This is an optimization exercise on Yosys and OpenROAD, whose aim is small area, a short achievable clock period and few clock cycles per item, not a production implementation. At most, simulation tests tie the RTL to the original design; equivalence was not proved. Power and IR drop assume default switching activity.

==> flow/design.v (excerpt) <==
module lmfe_top (
    input  logic             clk,
    input  logic             reset,
    input  logic             in_en,
    input  lmfe_pkg::pixel_t Din,
    output logic             busy,
    output logic             out_valid,
    output lmfe_pkg::pixel_t Dout
);
Size: ~12000 cells after synthesis, about 7200 flip-flops, about 21 I/O pins, ~180000 sq um of cells after synthesis.
clock: 15.0 ns
lec_check: 0
abc_clock_period_in_ps: 4000
cap_margin: 20
cell_pad_in_sites_detail_placement: 0
cell_pad_in_sites_global_placement: 1
core_margin: 2
core_utilization: 55
cts_buf_list: sky130_fd_sc_hd__clkbuf_16
cts_cluster_diameter: 100
cts_cluster_size: 25
place_density: 0.68
setup_slack_margin: 5
slew_margin: 20
run.sh (not shown) runs the stock make flow with config.mk's settings and CLKGATE_MAP_FILE= SYNTH_SCRIPT=/design/flow/synth_recipe.tcl, a recipe that flattens the netlist after the stock synthesis.
Testbench counts at the start, summed over its fixed seeds: cycles 99,498, frames 6.
Rerun with:
==> flow/flow/run.sh (new file) <==
#!/bin/bash
# The standard layout (standard.sh, unchanged synthesis), with ORFS's
# repair_timing asked to leave more setup slack than the 15 ns clock needs,
# so that the achieved period shrinks. Gate cloning is off so that no
# register is ever copied. Every port still gets a buffer; buffer_ports is
# only told which buffer cell to use. make's output goes to standard.log
# here; each ORFS step also keeps its own log under orfs/logs/.
set -euo pipefail
cd "$(dirname "$0")/.."
export SETUP_SLACK_MARGIN=10.7
export SKIP_GATE_CLONING=1
export BUFFER_PORTS_ARGS="-buffer_cell sky130_fd_sc_hd__buf_4"
bash standard.sh > standard.log 2>&1
==> flow/standard.sh (new file) <==
#!/bin/bash
# synth_recipe.tcl (not shown) runs the flow's synth.tcl, then flattens the netlist and writes it again
# the make line also repeats each setting of config.mk as NAME=value (left out here)
make -C /OpenROAD-flow-scripts/flow DESIGN_CONFIG=/design/flow/config.mk WORK_HOME=/design/flow/orfs CLKGATE_MAP_FILE= SYNTH_SCRIPT=/design/flow/synth_recipe.tcl "${@:-finish}"
ABC_AREA = 1   (was not set)
ABC_CLOCK_PERIOD_IN_PS = not set   (was 4000)
CTS_CLUSTER_DIAMETER = 70   (was 100)
CTS_CLUSTER_SIZE = 30   (was 25)
SETUP_SLACK_MARGIN = not set   (was 5)
removed: flow/run.sh
Outcome: Die area shrinks by 0.33%. Combinational power came out higher by about 26%. Cell count climbs by about 10%. Hold slack gets better by 0.0074 ns.

---

Setup of job 101:
lmfe_top, a different RTL version from the one above (not shown whole).
Size in the first run: roughly 11000 cells after synthesis, roughly 7300 flip-flops, roughly 21 I/O pins, roughly 180000 um2 of cells after synthesis.
// lmfe_top
module lmfe_top (
    input  logic             clk,
    input  logic             reset,
    input  logic             in_en,
    input  lmfe_pkg::pixel_t Din,
    output logic             busy,
    output logic             out_valid,
    output lmfe_pkg::pixel_t Dout
);
clock: 15.0 ns
lec_check: 0
abc_clock_period_in_ps: 4000
cap_margin: 20
cell_pad_in_sites_detail_placement: 0
cell_pad_in_sites_global_placement: 1
core_margin: 2
core_utilization: 55
cts_buf_list: sky130_fd_sc_hd__clkbuf_16
cts_cluster_diameter: 100
cts_cluster_size: 25
place_density: 0.68
slew_margin: 20
standard.sh (not shown) runs the stock make flow with config.mk's settings and CLKGATE_MAP_FILE= SYNTH_SCRIPT=/design/flow/synth_recipe.tcl, a recipe that flattens the netlist after the stock synthesis.
==> flow/flow/run.sh <==
#!/bin/bash
# The standard layout (standard.sh, unchanged synthesis), with ORFS's
# repair_timing asked to leave more setup slack than the 15 ns clock needs,
# so that the achieved period shrinks. Gate cloning is off so that no
# register is ever copied. Every port still gets a buffer; buffer_ports is
# only told which buffer cell to use. make's output goes to standard.log
# here; each ORFS step also keeps its own log under orfs/logs/.
set -euo pipefail
cd "$(dirname "$0")/.."
export SETUP_SLACK_MARGIN=10.5
export SKIP_GATE_CLONING=1
export BUFFER_PORTS_ARGS="-buffer_cell sky130_fd_sc_hd__buf_4"
bash standard.sh > standard.log 2>&1
> inputs changed (job 101 -> job 102)
- a deleted ABC_CLOCK_PERIOD_IN_PS that had been 4000
- an added ABC_AREA of 1
Results
Per the final summary, job 102 finished and its layout is clean on timing, DRC and antenna. A worst setup path startpoint of i_rank.colv_q[5]$_DFF_P_ is what job 102 shows, while i_rank.hi_q[50]$_DFF_P_ belongs to job 101. There was hardly any difference in area of all sequential standard cells between job 102 and job 101. NOTE: initial antenna violation count in job 102 falls short of that of job 101. In job 102 relative to job 101, area of the die had gone down slightly. Compared with job 101, in job 102 routed length on met3 picked up an extra 26%; clock group share of total power did not really move; first-iteration DRC count increased 448; routability congestion estimate from global placement grew by 0.012; non-clock buffer count lower. Compared with job 101, in job 102 starting utilization of the core area essentially unchanged; total power held. Job 102 vs job 101, cell with the largest stage delay on the worst path: sky130_fd_sc_hd__fa_1 vs sky130_fd_sc_hd__fa_2.
Function was not checked in any run of this note: the RTL went through the layout flow alone.

---

lmfe_top, a different RTL version from the one above (not shown whole).
For scale: about 13000 cells after synthesis, about 7300 flip-flops, ~21 I/O pins, ~180000 um^2 of cells after synthesis.
export LEC_CHECK = 0
export ABC_AREA = 1
export CAP_MARGIN = 20
export CELL_PAD_IN_SITES_DETAIL_PLACEMENT = 0
export CELL_PAD_IN_SITES_GLOBAL_PLACEMENT = 1
export CORE_MARGIN = 2
export CORE_UTILIZATION = 55
export CTS_BUF_LIST = sky130_fd_sc_hd__clkbuf_16
export CTS_CLUSTER_DIAMETER = 100
export CTS_CLUSTER_SIZE = 25
export PLACE_DENSITY = 0.68
export SLEW_MARGIN = 20
create_clock -name core_clock -period 15.0 [get_ports {clk}]
==> flow/flow/run.sh <==
#!/bin/bash
# The standard layout (standard.sh, unchanged synthesis), with ORFS's
# repair_timing asked to leave more setup slack than the 15 ns clock needs,
# so that the achieved period shrinks. Gate cloning is off so that no
# register is ever copied. Every port still gets a buffer; buffer_ports is
# only told which buffer cell to use. make's output goes to standard.log
# here; each ORFS step also keeps its own log under orfs/logs/.
set -euo pipefail
cd "$(dirname "$0")/.."
export SETUP_SLACK_MARGIN=10.7
export SKIP_GATE_CLONING=1
export BUFFER_PORTS_ARGS="-buffer_cell sky130_fd_sc_hd__buf_4"
bash standard.sh > standard.log 2>&1
The baseline finished clean.
Testbench counts at the start, summed over its fixed seeds: cycles 99,498, frames 6.
Rerun with:
Settings changed: CTS_CLUSTER_DIAMETER 100 to 70, CTS_CLUSTER_SIZE 25 to 30.
After rerunning: The changed run finished with timing, DRC and antenna clean; clock-buffer cell count drops by 21; sequential share of layout area climbs by 0.14 points; wire length stays flat; via count is about the same; cell area barely changes.

---

Another version of the RTL of lmfe_top (not shown whole).
For scale: roughly 7400 flip-flops, roughly 21 I/O pins.
clock: 15.0 ns
lec_check: 0
abc_clock_period_in_ps: 3000
cap_margin: 20
cell_pad_in_sites_detail_placement: 1
cell_pad_in_sites_global_placement: 2
core_margin: 2
core_utilization: 40
cts_buf_list: sky130_fd_sc_hd__clkbuf_16
cts_cluster_diameter: 100
cts_cluster_size: 25
place_density: 0.55
slew_margin: 20
run.sh (not shown) runs the stock make flow with config.mk's settings and CLKGATE_MAP_FILE= SYNTH_SCRIPT=/design/flow/synth_recipe.tcl, a recipe that flattens the netlist after the stock synthesis.
Stock flow here: none of the scripts above is used.
The first run completed with no timing, DRC or antenna violations.
Edit:
ABC_CLOCK_PERIOD_IN_PS = 4000   (was 3000)
What happened:
- The changed run produced a clean layout
- fmax stays the same
- final cell count is unchanged
- clock power is about the same
- wire length stays the same
- setup slack does not change
- count of clock-buffer cells in the layout is unchanged
No functional check of the RTL was part of any run of this note.

---

yarrow:
Another version of the RTL of lmfe_top (not shown whole).
Size in the first run: ~7,300 flip-flops, about 21 I/O pins, roughly 180,000 um^2 of cells after synthesis.
clock: 15.0 ns
lec_check: 0
abc_area: 1
cap_margin: 20
cell_pad_in_sites_detail_placement: 0
cell_pad_in_sites_global_placement: 1
core_margin: 2
core_utilization: 55
cts_buf_list: sky130_fd_sc_hd__clkbuf_16
cts_cluster_diameter: 100
cts_cluster_size: 25
place_density: 0.68
slew_margin: 20
standard.sh (not shown) runs the stock make flow with config.mk's settings and CLKGATE_MAP_FILE= SYNTH_SCRIPT=/design/flow/synth_recipe.tcl, a recipe that flattens the netlist after the stock synthesis.
==> flow/flow/run.sh <==
#!/bin/bash
# The standard layout (standard.sh, unchanged synthesis), with ORFS's
# repair_timing asked to leave more setup slack than the 15 ns clock needs,
# so that the achieved period shrinks. Gate cloning is off so that no
# register is ever copied. Every port still gets a buffer; buffer_ports is
# only told which buffer cell to use. make's output goes to standard.log
# here; each ORFS step also keeps its own log under orfs/logs/.
set -euo pipefail
cd "$(dirname "$0")/.."
export SETUP_SLACK_MARGIN=10.7
export SKIP_GATE_CLONING=1
export CTS_BUF_DISTANCE=600
export BUFFER_PORTS_ARGS="-buffer_cell sky130_fd_sc_hd__buf_4"
bash standard.sh > standard.log 2>&1
Testbench counts of yarrow, summed over its fixed seeds: cycles 99,498, frames 6.
Here is what was changed in the inputs of quartz compared with yarrow.
# yarrow
export LEC_CHECK = 0
export ABC_AREA = 1
export CAP_MARGIN = 20
export CELL_PAD_IN_SITES_DETAIL_PLACEMENT = 0
export CELL_PAD_IN_SITES_GLOBAL_PLACEMENT = 1
export CORE_MARGIN = 2
export CORE_UTILIZATION = 55
export CTS_BUF_LIST = sky130_fd_sc_hd__clkbuf_16
export CTS_CLUSTER_DIAMETER = 100
export CTS_CLUSTER_SIZE = 25
export PLACE_DENSITY = 0.68
export SLEW_MARGIN = 20
create_clock -name core_clock -period 15.0 [get_ports {clk}]
# quartz
export LEC_CHECK = 0
export ABC_CLOCK_PERIOD_IN_PS = 4000
export CAP_MARGIN = 20
export CELL_PAD_IN_SITES_DETAIL_PLACEMENT = 0
export CELL_PAD_IN_SITES_GLOBAL_PLACEMENT = 1
export CORE_MARGIN = 2
export CORE_UTILIZATION = 55
export CTS_BUF_LIST = sky130_fd_sc_hd__clkbuf_16
export CTS_CLUSTER_DIAMETER = 100
export CTS_CLUSTER_SIZE = 25
export PLACE_DENSITY = 0.68
export SLEW_MARGIN = 20
create_clock -name core_clock -period 15.0 [get_ports {clk}]
diff --git a/flow/flow/run.sh b/flow/flow/run.sh
--- a/flow/flow/run.sh
+++ b/flow/flow/run.sh
@@ -10 +10 @@
-export SETUP_SLACK_MARGIN=10.7
+export SETUP_SLACK_MARGIN=10.5
@@ -12 +11,0 @@
-export CTS_BUF_DISTANCE=600
==> summary.txt <==
When the final numbers for yarrow and quartz were put side by side, the layout net count turned out to be smaller in quartz.
[quartz] actual transition at the worst max-transition pin rose 0.036 ns relative to yarrow
Comparing yarrow and quartz, the lower aggregate routed wire length is on quartz.
quartz: hold slack 0.0056 ns above yarrow
In the tables for yarrow and quartz, met1 capacity usage during global routing reads lower with quartz.
Delta (quartz minus yarrow): final core area utilization essentially unchanged; power per unit of standard cell area decreased about 0.9%; number of buffers created by CTS increased about 0.9%; number of clock buffers in the layout essentially unchanged.
quartz reports its dominant combinational cell family by area after synthesis as compound AO/OA/AOI/OAI gates while yarrow reports simple AND/OR/NAND/NOR gates.
Here is what was changed in the inputs of cedar compared with quartz.
# quartz
export LEC_CHECK = 0
export ABC_CLOCK_PERIOD_IN_PS = 4000
export CAP_MARGIN = 20
export CELL_PAD_IN_SITES_DETAIL_PLACEMENT = 0
export CELL_PAD_IN_SITES_GLOBAL_PLACEMENT = 1
export CORE_MARGIN = 2
export CORE_UTILIZATION = 55
export CTS_BUF_LIST = sky130_fd_sc_hd__clkbuf_16
export CTS_CLUSTER_DIAMETER = 100
export CTS_CLUSTER_SIZE = 25
export PLACE_DENSITY = 0.68
export SLEW_MARGIN = 20
create_clock -name core_clock -period 15.0 [get_ports {clk}]
# cedar
export LEC_CHECK = 0
export ABC_AREA = 1
export CAP_MARGIN = 20
export CELL_PAD_IN_SITES_DETAIL_PLACEMENT = 0
export CELL_PAD_IN_SITES_GLOBAL_PLACEMENT = 1
export CORE_MARGIN = 2
export CORE_UTILIZATION = 55
export CTS_BUF_LIST = sky130_fd_sc_hd__clkbuf_16
export CTS_CLUSTER_DIAMETER = 100
export CTS_CLUSTER_SIZE = 25
export PLACE_DENSITY = 0.68
export SLEW_MARGIN = 20
create_clock -name core_clock -period 15.0 [get_ports {clk}]
diff --git a/flow/flow/run.sh b/flow/flow/run.sh
--- a/flow/flow/run.sh
+++ b/flow/flow/run.sh
@@ -10 +10 @@
-export SETUP_SLACK_MARGIN=10.5
+export SETUP_SLACK_MARGIN=10.7
==> summary.txt <==
Delta(register share of the cell area, cedar - quartz) > 0
Fraction of area in multi-input gates in cedar is 1.4 points below quartz.
Taking cedar over quartz, the synthesized cell count ratio works out to 1.13.
Wire length ends up lower on quartz.
Switching part of the total: higher on cedar
Against quartz, cedar comes in 0.21 points lower on post-synthesis share of cell area spent on full adders, half adders and majority gates.
Compared to quartz, cedar has final standard cell count with taps included and fillers excluded 1,509 higher.
Between cedar and quartz, it is cedar whose met3 layer usage reported by global route is higher, by 0.24 points.
Across both runs, netlist area before placement was lower for cedar than for quartz.
In the reports for quartz and cedar, the larger total of clock buffers placed in the layout belongs to cedar.
Compared with quartz, cedar shows clock skew higher by 0.025 ns.

-- static timing again, ports no longer ideal --
No port has a modelled driver above. Below, the same layouts with a new extraction and two added sets of constraints.
Step 1: set_driving_cell puts a clkbuf_16 on clk and a buf_2 on each other input, an assumption about the parent block.
Step 2, shift: input delay + t, output delay - t, t = (earliest + latest rising clock arrival at the registers) / 2. This alone moves slack from input paths to output paths.
Slacks: ideal ports / drivers / drivers and shift; pairs: ideal ports / drivers.
run | t (ns) | setup slack, ns | worst setup path after step 2 | latest minus earliest clock arrival (ns) | worst data-port slew with drivers (ns)
the first run of note 1 | 0.987 | 8.896 / 8.896 / 8.896 | register to register | 0.074 / 0.074 | 0.03
the second run of note 1 | 1.006 | 10.508 / 10.410 / 10.393 | input, reset recovery | 0.069 / 0.069 | 0.03
job 101 | 1.015 | 10.369 / 10.369 / 10.127 | input to register | 0.096 / 0.096 | 0.05
job 102 | 1.003 | 10.316 / 10.316 / 10.081 | input to register | 0.088 / 0.087 | 0.07
the first run of note 3 | 0.990 | 10.510 / 10.411 / 10.477 | input to register | 0.088 / 0.088 | 0.05
the second run of note 3 | 1.005 | 10.498 / 10.397 / 10.468 | input to register | 0.046 / 0.046 | 0.05
the first run of note 4 | 1.035 | 8.249 / 8.249 / 8.249 | register to register | 0.087 / 0.087 | 0.07
the second run of note 4 | 1.035 | 8.249 / 8.249 / 8.249 | register to register | 0.087 / 0.087 | 0.07
yarrow | 1.200 | 10.333 / 10.231 / 10.134 | input to register | 0.066 / 0.067 | 0.04
quartz | 0.996 | 10.511 / 10.414 / 10.207 | input to register | 0.054 / 0.053 | 0.03
cedar | 1.024 | 10.513 / 10.412 / 10.132 | input to register | 0.084 / 0.084 | 0.04
After both steps every run listed still meets setup and hold. For cedar, which loses most, drivers alone change the setup slack by -0.101 ns; drivers and shift together by -0.381 ns. Setup slack includes reset recovery checks.
